Background: an optimization exercise with open tools, aiming at small area. Do not read the settings as production practice. In this exercise RTL edits were held to simulation tests only and were not proved equivalent to the original. Power and IR drop assume default switching activity.

==> config.mk <==
export PLATFORM = sky130hd
export DESIGN_NAME = rvga_backend
export DESIGN_NICKNAME = rvga_backend
export VERILOG_FILES = /design/flow/design.v
export SDC_FILE = /design/flow/constraint.sdc
export NUM_CORES = 4
export LEC_CHECK = 0
export CAP_MARGIN = 20
export CORE_MARGIN = 2
export CORE_UTILIZATION = 30
export SETUP_SLACK_MARGIN = 0.5
export SLEW_MARGIN = 20
==> constraint.sdc <==
create_clock -name core_clock -period 10.0 [get_ports {clk_i}]
set_input_delay 2.0000 -clock core_clock [delete_from_list [all_inputs] [get_ports {clk_i}]]
set_output_delay 2.0000 -clock core_clock [all_outputs]
set_load 0.01 [all_outputs]
==> design.v <==
`timescale 1ns/1ps
package rvga_pkg;
  typedef logic [31:0] rvga_word;
  typedef logic [4:0]  rvga_reg;
  localparam rvga_word RVGA_PC_STEP = 32'd4;  
  localparam logic [6:0] OPC_OP     = 7'b0110011;
  localparam logic [6:0] OPC_OP_IMM = 7'b0010011;
  localparam logic [6:0] OPC_BRANCH = 7'b1100011;
  localparam logic [6:0] OPC_JAL    = 7'b1101111;
  localparam logic [2:0] F3_ADD  = 3'b000;  
  localparam logic [2:0] F3_SLL  = 3'b001;
  localparam logic [2:0] F3_SLT  = 3'b010;
  localparam logic [2:0] F3_SLTU = 3'b011;
  localparam logic [2:0] F3_XOR  = 3'b100;
  localparam logic [2:0] F3_SR   = 3'b101;  
  localparam logic [2:0] F3_OR   = 3'b110;
  localparam logic [2:0] F3_AND  = 3'b111;
  localparam logic [2:0] F3_BEQ  = 3'b000;
  localparam logic [2:0] F3_BNE  = 3'b001;
  localparam logic [2:0] F3_BLT  = 3'b100;
  localparam logic [2:0] F3_BGE  = 3'b101;
  localparam logic [2:0] F3_BLTU = 3'b110;
  localparam logic [2:0] F3_BGEU = 3'b111;
  typedef struct packed {
    logic [6:0] funct7;
    rvga_reg    rs2;
    rvga_reg    rs1;
    logic [2:0] funct3;
    rvga_reg    rd;
    logic [6:0] opcode;
  } rvga_r_view;
  typedef struct packed {
    logic [11:0] imm;
    rvga_reg     rs1;
    logic [2:0]  funct3;
    rvga_reg     rd;
    logic [6:0]  opcode;
  } rvga_i_view;
  typedef union packed {
    rvga_r_view r;
    rvga_i_view i;
  } rvga_instr_u;
endpackage
`timescale 1ns/1ps
module rvga_regfile (
  input  logic     clk_i,
  input  logic     rst_n_i,
  input  rvga_pkg::rvga_reg  rs1_i,
  input  rvga_pkg::rvga_reg  rs2_i,
  output rvga_pkg::rvga_word rs1_data_o,
  output rvga_pkg::rvga_word rs2_data_o,
  input  logic     w_v_i,
  input  rvga_pkg::rvga_reg  rd_i,
  input  rvga_pkg::rvga_word rd_data_i
);
  rvga_pkg::rvga_word regs [31:1];  
  logic     w_en;
  assign w_en = w_v_i && (rd_i != '0);
  function automatic rvga_pkg::rvga_word read_port(input rvga_pkg::rvga_reg idx);
    rvga_pkg::rvga_word data;
    if (idx == '0) begin
      data = '0;
    end else if (w_en && (rd_i == idx)) begin
      data = rd_data_i;
    end else begin
      data = regs[idx];
    end
    read_port = data;
  endfunction
  assign rs1_data_o = read_port(rs1_i);
  assign rs2_data_o = read_port(rs2_i);
  always_ff @(posedge clk_i or negedge rst_n_i) begin
    if (!rst_n_i) begin
      for (int k = 1; k < 32; k++) begin
        regs[k] <= '0;
      end
    end else if (w_en) begin
      regs[rd_i] <= rd_data_i;
    end
  end
endmodule
`timescale 1ns/1ps
module execute_stage (
  input  logic        clk_i,
  input  logic        rst_n_i,
  input  logic        issue_v_i,
  input  rvga_pkg::rvga_instr_u instr_i,
  input  rvga_pkg::rvga_word    pc_i,
  output rvga_pkg::rvga_reg     rs1_o,
  output rvga_pkg::rvga_reg     rs2_o,
  input  rvga_pkg::rvga_word    rs1_data_i,
  input  rvga_pkg::rvga_word    rs2_data_i,
  output logic               cword_o_v,
  output rvga_pkg::rvga_word cword_o_pc,
  output rvga_pkg::rvga_reg  cword_o_rd,
  output logic               cword_o_rd_w_v,
  output logic               cword_o_br_v,
  output logic               cword_o_jmp_v,
  output logic               cword_o_bru_result,
  output rvga_pkg::rvga_word cword_o_result
);
  logic     is_op, is_op_imm, is_branch, is_jal;
  logic     alt_v;
  rvga_pkg::rvga_word i_imm, b_imm, j_imm;
  rvga_pkg::rvga_word op_b;
  logic [4:0] shamt;
  rvga_pkg::rvga_word alu_result;
  rvga_pkg::rvga_word result_n;
  logic     bru_n;
  logic     rd_w_v_n;
  assign rs1_o = instr_i.r.rs1;
  assign rs2_o = instr_i.r.rs2;
  assign is_op     = (instr_i.r.opcode == rvga_pkg::OPC_OP);
  assign is_op_imm = (instr_i.r.opcode == rvga_pkg::OPC_OP_IMM);
  assign is_branch = (instr_i.r.opcode == rvga_pkg::OPC_BRANCH);
  assign is_jal    = (instr_i.r.opcode == rvga_pkg::OPC_JAL);
  assign i_imm = {{20{instr_i.i.imm[11]}}, instr_i.i.imm};
  assign b_imm = {{19{instr_i.r.funct7[6]}}, instr_i.r.funct7[6], instr_i.r.rd[0],
                  instr_i.r.funct7[5:0], instr_i.r.rd[4:1], 1'b0};
  assign j_imm = {{11{instr_i.r.funct7[6]}}, instr_i.r.funct7[6], instr_i.r.rs1,
                  instr_i.r.funct3, instr_i.r.rs2[0], instr_i.r.funct7[5:0],
                  instr_i.r.rs2[4:1], 1'b0};
  assign alt_v = instr_i.r.funct7[5] && (is_op || (instr_i.r.funct3 == rvga_pkg::F3_SR));
  assign op_b  = is_op ? rs2_data_i : i_imm;
  assign shamt = op_b[4:0];
  always_comb begin
    case (instr_i.r.funct3)
      rvga_pkg::F3_ADD:  alu_result = alt_v ? (rs1_data_i - op_b) : (rs1_data_i + op_b);
      rvga_pkg::F3_SLL:  alu_result = rs1_data_i << shamt;
      rvga_pkg::F3_SLT:  alu_result = {31'b0, $signed(rs1_data_i) < $signed(op_b)};
      rvga_pkg::F3_SLTU: alu_result = {31'b0, rs1_data_i < op_b};
      rvga_pkg::F3_XOR:  alu_result = rs1_data_i ^ op_b;
      rvga_pkg::F3_SR:   alu_result = alt_v ? rvga_pkg::rvga_word'($signed(rs1_data_i) >>> shamt)
                                  : (rs1_data_i >> shamt);
      rvga_pkg::F3_OR:   alu_result = rs1_data_i | op_b;
      rvga_pkg::F3_AND:  alu_result = rs1_data_i & op_b;
      default: alu_result = '0;
    endcase
  end
  always_comb begin
    case (instr_i.r.funct3)
      rvga_pkg::F3_BEQ:  bru_n = (rs1_data_i == rs2_data_i);
      rvga_pkg::F3_BNE:  bru_n = (rs1_data_i != rs2_data_i);
      rvga_pkg::F3_BLT:  bru_n = ($signed(rs1_data_i) < $signed(rs2_data_i));
      rvga_pkg::F3_BGE:  bru_n = ($signed(rs1_data_i) >= $signed(rs2_data_i));
      rvga_pkg::F3_BLTU: bru_n = (rs1_data_i < rs2_data_i);
      rvga_pkg::F3_BGEU: bru_n = (rs1_data_i >= rs2_data_i);
      default: bru_n = 1'b0;  
    endcase
  end
  always_comb begin
    if (is_branch) begin
      result_n = pc_i + b_imm;
    end else if (is_jal) begin
      result_n = pc_i + j_imm;
    end else if (is_op || is_op_imm) begin
      result_n = alu_result;
    end else begin
      result_n = '0;
    end
  end
  assign rd_w_v_n = (is_op || is_op_imm || is_jal) && (instr_i.r.rd != '0);
  always_ff @(posedge clk_i or negedge rst_n_i) begin
    if (!rst_n_i) begin
      cword_o_v          <= 1'b0;
      cword_o_pc         <= '0;
      cword_o_rd         <= '0;
      cword_o_rd_w_v     <= 1'b0;
      cword_o_br_v       <= 1'b0;
      cword_o_jmp_v      <= 1'b0;
      cword_o_bru_result <= 1'b0;
      cword_o_result     <= '0;
    end else begin
      cword_o_v          <= issue_v_i;
      cword_o_pc         <= pc_i;
      cword_o_rd         <= instr_i.r.rd;
      cword_o_rd_w_v     <= issue_v_i && rd_w_v_n;
      cword_o_br_v       <= issue_v_i && is_branch;
      cword_o_jmp_v      <= issue_v_i && is_jal;
      cword_o_bru_result <= is_branch && bru_n;
      cword_o_result     <= result_n;
    end
  end
endmodule
`timescale 1ns/1ps
module writeback_stage (
  input  logic     clk_i,
  input  logic     rst_n_i,
  input  logic               cword_i_v,
  input  rvga_pkg::rvga_word cword_i_pc,
  input  rvga_pkg::rvga_reg  cword_i_rd,
  input  logic               cword_i_rd_w_v,
  input  logic               cword_i_br_v,
  input  logic               cword_i_jmp_v,
  input  logic               cword_i_bru_result,
  input  rvga_pkg::rvga_word cword_i_result,
  output rvga_pkg::rvga_word br_tgt_o,
  output logic     br_v_o,
  output logic     btaken_o,
  output rvga_pkg::rvga_reg  rd_o,
  output rvga_pkg::rvga_word rd_data_o,
  output logic     rd_w_v_o,
  output logic     trace_v_o,
  output rvga_pkg::rvga_word trace_pc_o,
  output rvga_pkg::rvga_word trace_rd_data_o
);
  rvga_pkg::rvga_word rd_data;
  logic     trace_v_r;
  rvga_pkg::rvga_word trace_pc_r;
  rvga_pkg::rvga_word trace_rd_data_r;
  always_comb begin
    if (cword_i_jmp_v) begin
      rd_data = cword_i_pc + rvga_pkg::RVGA_PC_STEP;  
    end else begin
      rd_data = cword_i_result;
    end
  end
  assign rd_data_o = rd_data;
  assign rd_o      = cword_i_rd;
  assign rd_w_v_o  = cword_i_rd_w_v;
  assign br_v_o   = cword_i_br_v | cword_i_jmp_v;
  assign btaken_o = cword_i_jmp_v | (cword_i_br_v & cword_i_bru_result);
  assign br_tgt_o = cword_i_result;  
  always_ff @(posedge clk_i or negedge rst_n_i) begin
    if (!rst_n_i) begin
      trace_v_r       <= 1'b0;
      trace_pc_r      <= '0;
      trace_rd_data_r <= '0;
    end else begin
      trace_v_r       <= cword_i_v;
      trace_pc_r      <= cword_i_pc;
      trace_rd_data_r <= rd_data;
    end
  end
  assign trace_v_o       = trace_v_r;
  assign trace_pc_o      = trace_pc_r;
  assign trace_rd_data_o = trace_rd_data_r;
endmodule
`timescale 1ns/1ps
module rvga_backend (
  input  logic     clk_i,
  input  logic     rst_n_i,
  input  logic     issue_v_i,
  input  rvga_pkg::rvga_word instr_i,
  input  rvga_pkg::rvga_word pc_i,
  output rvga_pkg::rvga_word br_tgt_o,
  output logic     br_v_o,
  output logic     btaken_o,
  output rvga_pkg::rvga_reg  rd_o,
  output rvga_pkg::rvga_word rd_data_o,
  output logic     rd_w_v_o,
  output logic     trace_v_o,
  output rvga_pkg::rvga_word trace_pc_o,
  output rvga_pkg::rvga_word trace_rd_data_o
);
  rvga_pkg::rvga_reg  rs1, rs2;
  rvga_pkg::rvga_word rs1_data, rs2_data;
  logic               cword_v;
  rvga_pkg::rvga_word cword_pc;
  rvga_pkg::rvga_reg  cword_rd;
  logic               cword_rd_w_v;
  logic               cword_br_v;
  logic               cword_jmp_v;
  logic               cword_bru_result;
  rvga_pkg::rvga_word cword_result;
  rvga_regfile regfile (
    .clk_i      (clk_i),
    .rst_n_i    (rst_n_i),
    .rs1_i      (rs1),
    .rs2_i      (rs2),
    .rs1_data_o (rs1_data),
    .rs2_data_o (rs2_data),
    .w_v_i      (rd_w_v_o),   
    .rd_i       (rd_o),
    .rd_data_i  (rd_data_o)
  );
  execute_stage exe (
    .clk_i      (clk_i),
    .rst_n_i    (rst_n_i),
    .issue_v_i  (issue_v_i),
    .instr_i    (instr_i),
    .pc_i       (pc_i),
    .rs1_o      (rs1),
    .rs2_o      (rs2),
    .rs1_data_i (rs1_data),
    .rs2_data_i (rs2_data),
    .cword_o_v (cword_v),
    .cword_o_pc (cword_pc),
    .cword_o_rd (cword_rd),
    .cword_o_rd_w_v (cword_rd_w_v),
    .cword_o_br_v (cword_br_v),
    .cword_o_jmp_v (cword_jmp_v),
    .cword_o_bru_result (cword_bru_result),
    .cword_o_result (cword_result)
  );
  writeback_stage wb (
    .clk_i           (clk_i),
    .rst_n_i         (rst_n_i),
    .cword_i_v (cword_v),
    .cword_i_pc (cword_pc),
    .cword_i_rd (cword_rd),
    .cword_i_rd_w_v (cword_rd_w_v),
    .cword_i_br_v (cword_br_v),
    .cword_i_jmp_v (cword_jmp_v),
    .cword_i_bru_result (cword_bru_result),
    .cword_i_result (cword_result),
    .br_tgt_o        (br_tgt_o),
    .br_v_o          (br_v_o),
    .btaken_o        (btaken_o),
    .rd_o            (rd_o),
    .rd_data_o       (rd_data_o),
    .rd_w_v_o        (rd_w_v_o),
    .trace_v_o       (trace_v_o),
    .trace_pc_o      (trace_pc_o),
    .trace_rd_data_o (trace_rd_data_o)
  );
endmodule
==> run.sh <==
#!/bin/bash
# synth_recipe.tcl (not shown) runs the flow's synth.tcl, then flattens the netlist and writes it again
# the make line also repeats each setting of config.mk as NAME=value (left out here)
make -C /OpenROAD-flow-scripts/flow DESIGN_CONFIG=/design/flow/config.mk WORK_HOME=/design/flow/orfs CLKGATE_MAP_FILE= SYNTH_SCRIPT=/design/flow/synth_recipe.tcl finish
==> run notes <==
[worst max-delay path by stage]
stage                                       endpoint  cells past startpoint  slack (ns)
finish              exe.cword_o_result[25]$_DFF_PN0_                     23        0.86
global route        exe.cword_o_result[25]$_DFF_PN0_                     23        0.97
CTS                 exe.cword_o_result[25]$_DFF_PN0_                     23        1.36
detailed placement  exe.cword_o_result[31]$_DFF_PN0_                     25        0.48
global placement    exe.cword_o_result[31]$_DFF_PN0_                     25        0.56
floorplan           exe.cword_o_result[30]$_DFF_PN0_                     25        2.45
[layer usage]
layer / global-route usage [%] / up-vias / wire length (um)
met2: 50.0 / 5977 / 167000
met5: 0.303 / - / 214
met3: 12.2 / 1773 / 54000
li1: - / 28600 / -
met4: 24.6 / 32 / 34600
met1: 46.5 / 35200 / 160000
[layout make-up]
| type | instances | area, sq um |
|---|---|---|
| multi-input combinational | 5789 | 35700 |
| inverter | 166 | 626 |
| clock buffer | 182 | 3820 |
| clock inverter | 55 | 603 |
| timing repair buffer | 589 | 5230 |
| fill | 22600 | 142000 |
| antenna | 34 | 85.1 |
| sequential | 1131 | 28300 |
| tap | 2958 | 3700 |
[kinds of logic (layout without fill, tap and decap cells)]
kind of cell / Yosys count / in the layout
AO/OA/AOI/OAI: 2709 / 2709
XOR/XNOR: 87 / 87
adder cells (fa/ha/maj): 177 / 177
buffers and inverters: 861 / 992
flip-flops: 1131 / 1131
multiplexers: 189 / 189
other: 0 / 34
AND/OR/NAND/NOR: 2627 / 2627
[state kept, by name (all words and copies together) (netlist names), 5 cells and up]
| register | cells |
|---|---|
| wb.trace_pc_r | 32 |
| exe.cword_o_rd | 5 |
| exe.cword_o_pc | 32 |
| regfile.regs | 992 |
| wb.trace_rd_data_r | 32 |
| exe.cword_o_result | 32 |
[through the flow]
stage / power, mW / instances / util (%)
after floorplan: 5.32 / 7781 / -
after global placement: 6.04 / 10600 / 33.4
after detailed placement: 6.04 / 10600 / 33.4
after CTS: 11.1 / 10900 / 35.4
after global routing: 11.4 / 10900 / 35.5
final: 11.2 / 10900 / 35.5
[cells in the final DEF, fill, tap and decap left out, types with 81 or more instances in the layout]
master	Yosys	final
nand2_1	1315	1293
o21ai_0	1158	1152
dfrtp_1	1131	1130
a22oi_1	616	616
buf_4	22	358
nor2_1	340	292
and3_1	284	284
a21oi_1	255	254
clkdlybuf4s50_1	0	192
ha_1	173	173
nand3_1	182	172
nand4_1	160	160
inv_1	157	157
mux2i_1	170	148
clkbuf_16	0	139
a2111oi_0	81	81
[power breakdown]
group | switching (mW) | leakage [nW] | internal, mW
logic | 1.00 | 16.2 | 0.364
clock network | 2.23 | 2.17 | 2.90
registers | 0.0482 | 15.6 | 4.62
==> results.yml <==
drt:
  dr_total_vias: 71600
  drt_pass1_iterations: 10
  wirelength_um: 416000
  remaining_drc_errors: 0
  drt_iter0_drc: 14200
  vias_per_cell: 6.56
  drt-wirelength-per-cell_um: 38.2
  ant_nets: 0
place:
  io_buffers: 203
  dp_slack_ns: 0.482
  postPlaceCellArea_sq_um: 73400
  gp_congestion: 1.04
  dp_hpwl_um: 284000
timing:
  max_freq_mhz: 109
  worst_slack_ns: 0.857
  final_max_slew_viol_count: 0
  setup_viol: 0
  hold_ws_ns: 0.359
  setup_tns_ns: 0
  rsz0062_at_grt: "no"
  tightest_slew_ns: 1.35
  period_needed_ns: 9.14
  max_slew_margin_pct: 9.87
  hold_viol: 0
  skew_ns: 0.0657
  finalCritPeriodShare_pct: 91.4
critical_path:
  r2r_setup_slack_ns: 2.56
  crit_path_end_kind: "flip-flop"
  critical_path.cell_chain: "clkdlybuf4s50_1 > nand2_1 > nor2_4 > buf_4 > a22oi_1 > nand2_1 > nor3_1 > nand3_1 > o211ai_1 > o21a_1 > ha_1 > nor2b_1 > or4_1 > o211ai_1 > a211oi_1 > o41ai_1 > buf_4 > o21bai_1 > a211o_1 > a221oi_1 > xnor2_1 > a21oi_1 > a21o_1"
  required_ns: 10.72
  worstReg2RegEnd: "exe.cword_o_result[25]$_DFF_PN0_"
  r2r_cells: 20
  slowest_stage: "nor2_4"
  worstSetupPathType: "input pin to flip-flop"
  arrival_ns: 9.86
  slowest_delay_ns: 1.08
  cp_max_fo: 12
  startpoint: "instr_i[22]"
  crit_family: "simple AND/OR/NAND/NOR gates"
  cp-start-kind: "input pin"
  path_buf_inv: 3
  r2r-start: "exe.cword_o_rd[2]$_DFF_PN0_"
layout:
  syn_to_final_growth_pct: 17.4
  stdcell_area_sq_um: 78100
  num-nets-final: 8057
  drive_gt1_share_pct: 10.8
synth:
  synth_top_family_by_area: "compound AO/OA/AOI/OAI gates"
  synth_compound_area_share_pct: 26.2
  synth-simple-area-share_pct: 18.5
  synth_area_leaders: "dfrtp_1 43%, o21ai_0 8.7%, nand2_1 7.4%"
  synthAdderAreaFrac_pct: 3.38
  yosysMostFrequentCell: "nand2_1"
  synth.distinct_cells: 117
  synth_edf_count: 0
  syn_inst: 7781
  synth_flop_cell: "dfrtp_1"
  yosys-top-cells-count: "1315 x nand2_1, 1158 x o21ai_0, 1131 x dfrtp_1, 616 x a22oi_1, 525 x clkbuf_1"
  synthMuxAreaShare_pct: 2.92
  syn_avg_cell_area_sq_um: 8.54
  async_flop_share_pct: 100
  ys_seq_area_share_pct: 42.6
  syn_area_sq_um: 66500
  ys_ff_latch: 1131
  synth_xor_xnor_area_share_pct: 1.15
  synth_top_area_share_pct: 42.6
  synth_nets: 8025
  synth_top_area_cell: "dfrtp_1"
  yosys_warnings: 4
global_routing:
  grt_pass1_wl_um: 565000
  grt_usage_pct: 35.9
  grt_pass1_vias: 66500
  grt_max_degree: 164
  grt_overflow_total: 0
  antenna_found_initial: 42
pwr:
  power.leakage_nw: 33.9
  p_per_area_nw_per_um2: 143
  ir_drop_mv: 0.170
hold_path:
  hp-start: "exe.cword_o_v$_DFF_PN0_"
  hold_depth: 0
  min_to: "wb.trace_v_r$_DFF_PN0_"
  hold_class: "flip-flop to flip-flop"
cts:
  cts-resized-gates: 0
  post_cts_buffers: 0
  clock_sinks: 1131
  root_buffer: "clkbuf_16"
  clockBufferDepth: 3
  clkLatencyLatePin_ns: 0.85
  cts_max_level: 4
  ctsHoldBuffers: 0
  clkTransAtPathRegs_ns: 0.06
  cts_buffers: 136
  tritoncts: "done"
die:
  start_util_pct: 30.2
  ios: 204
  num_rows: 172
  die-area_sq_um: 225000
  coreArea_sq_um: 220000
  die_x_um: 475
  die_h_um: 475
outcome:
  outcome: "timing/DRC/antenna clean"
job:
  drv_cap: 0

==> static timing again, ports no longer ideal <==
The results above use ideal ports. As a check the final layout listed here was re-extracted and re-timed, cells and wires unchanged.
Step 1 assumes that a clkbuf_16 drives the clock port and a buf_2 every other input.
Step 2 moves the port delays by t, midway between the first and last clock arrival at a register: inputs arrive t later, outputs are due t later. That takes back most of the time a late clock gives input paths.
Slacks: no drivers / after step 1 / after step 2; pairs: no drivers / after step 1.
t (ns): 0.913
setup WS [ns]: 0.857 / 0.920 / 0.006
hold WS [ns]: 0.359 / 0.359 / 0.359
pins driven straight from the clock port: 1
After both steps setup and hold are still met in this run. For this run, drivers alone change the setup slack by +0.063 ns; drivers and shift together by -0.851 ns.
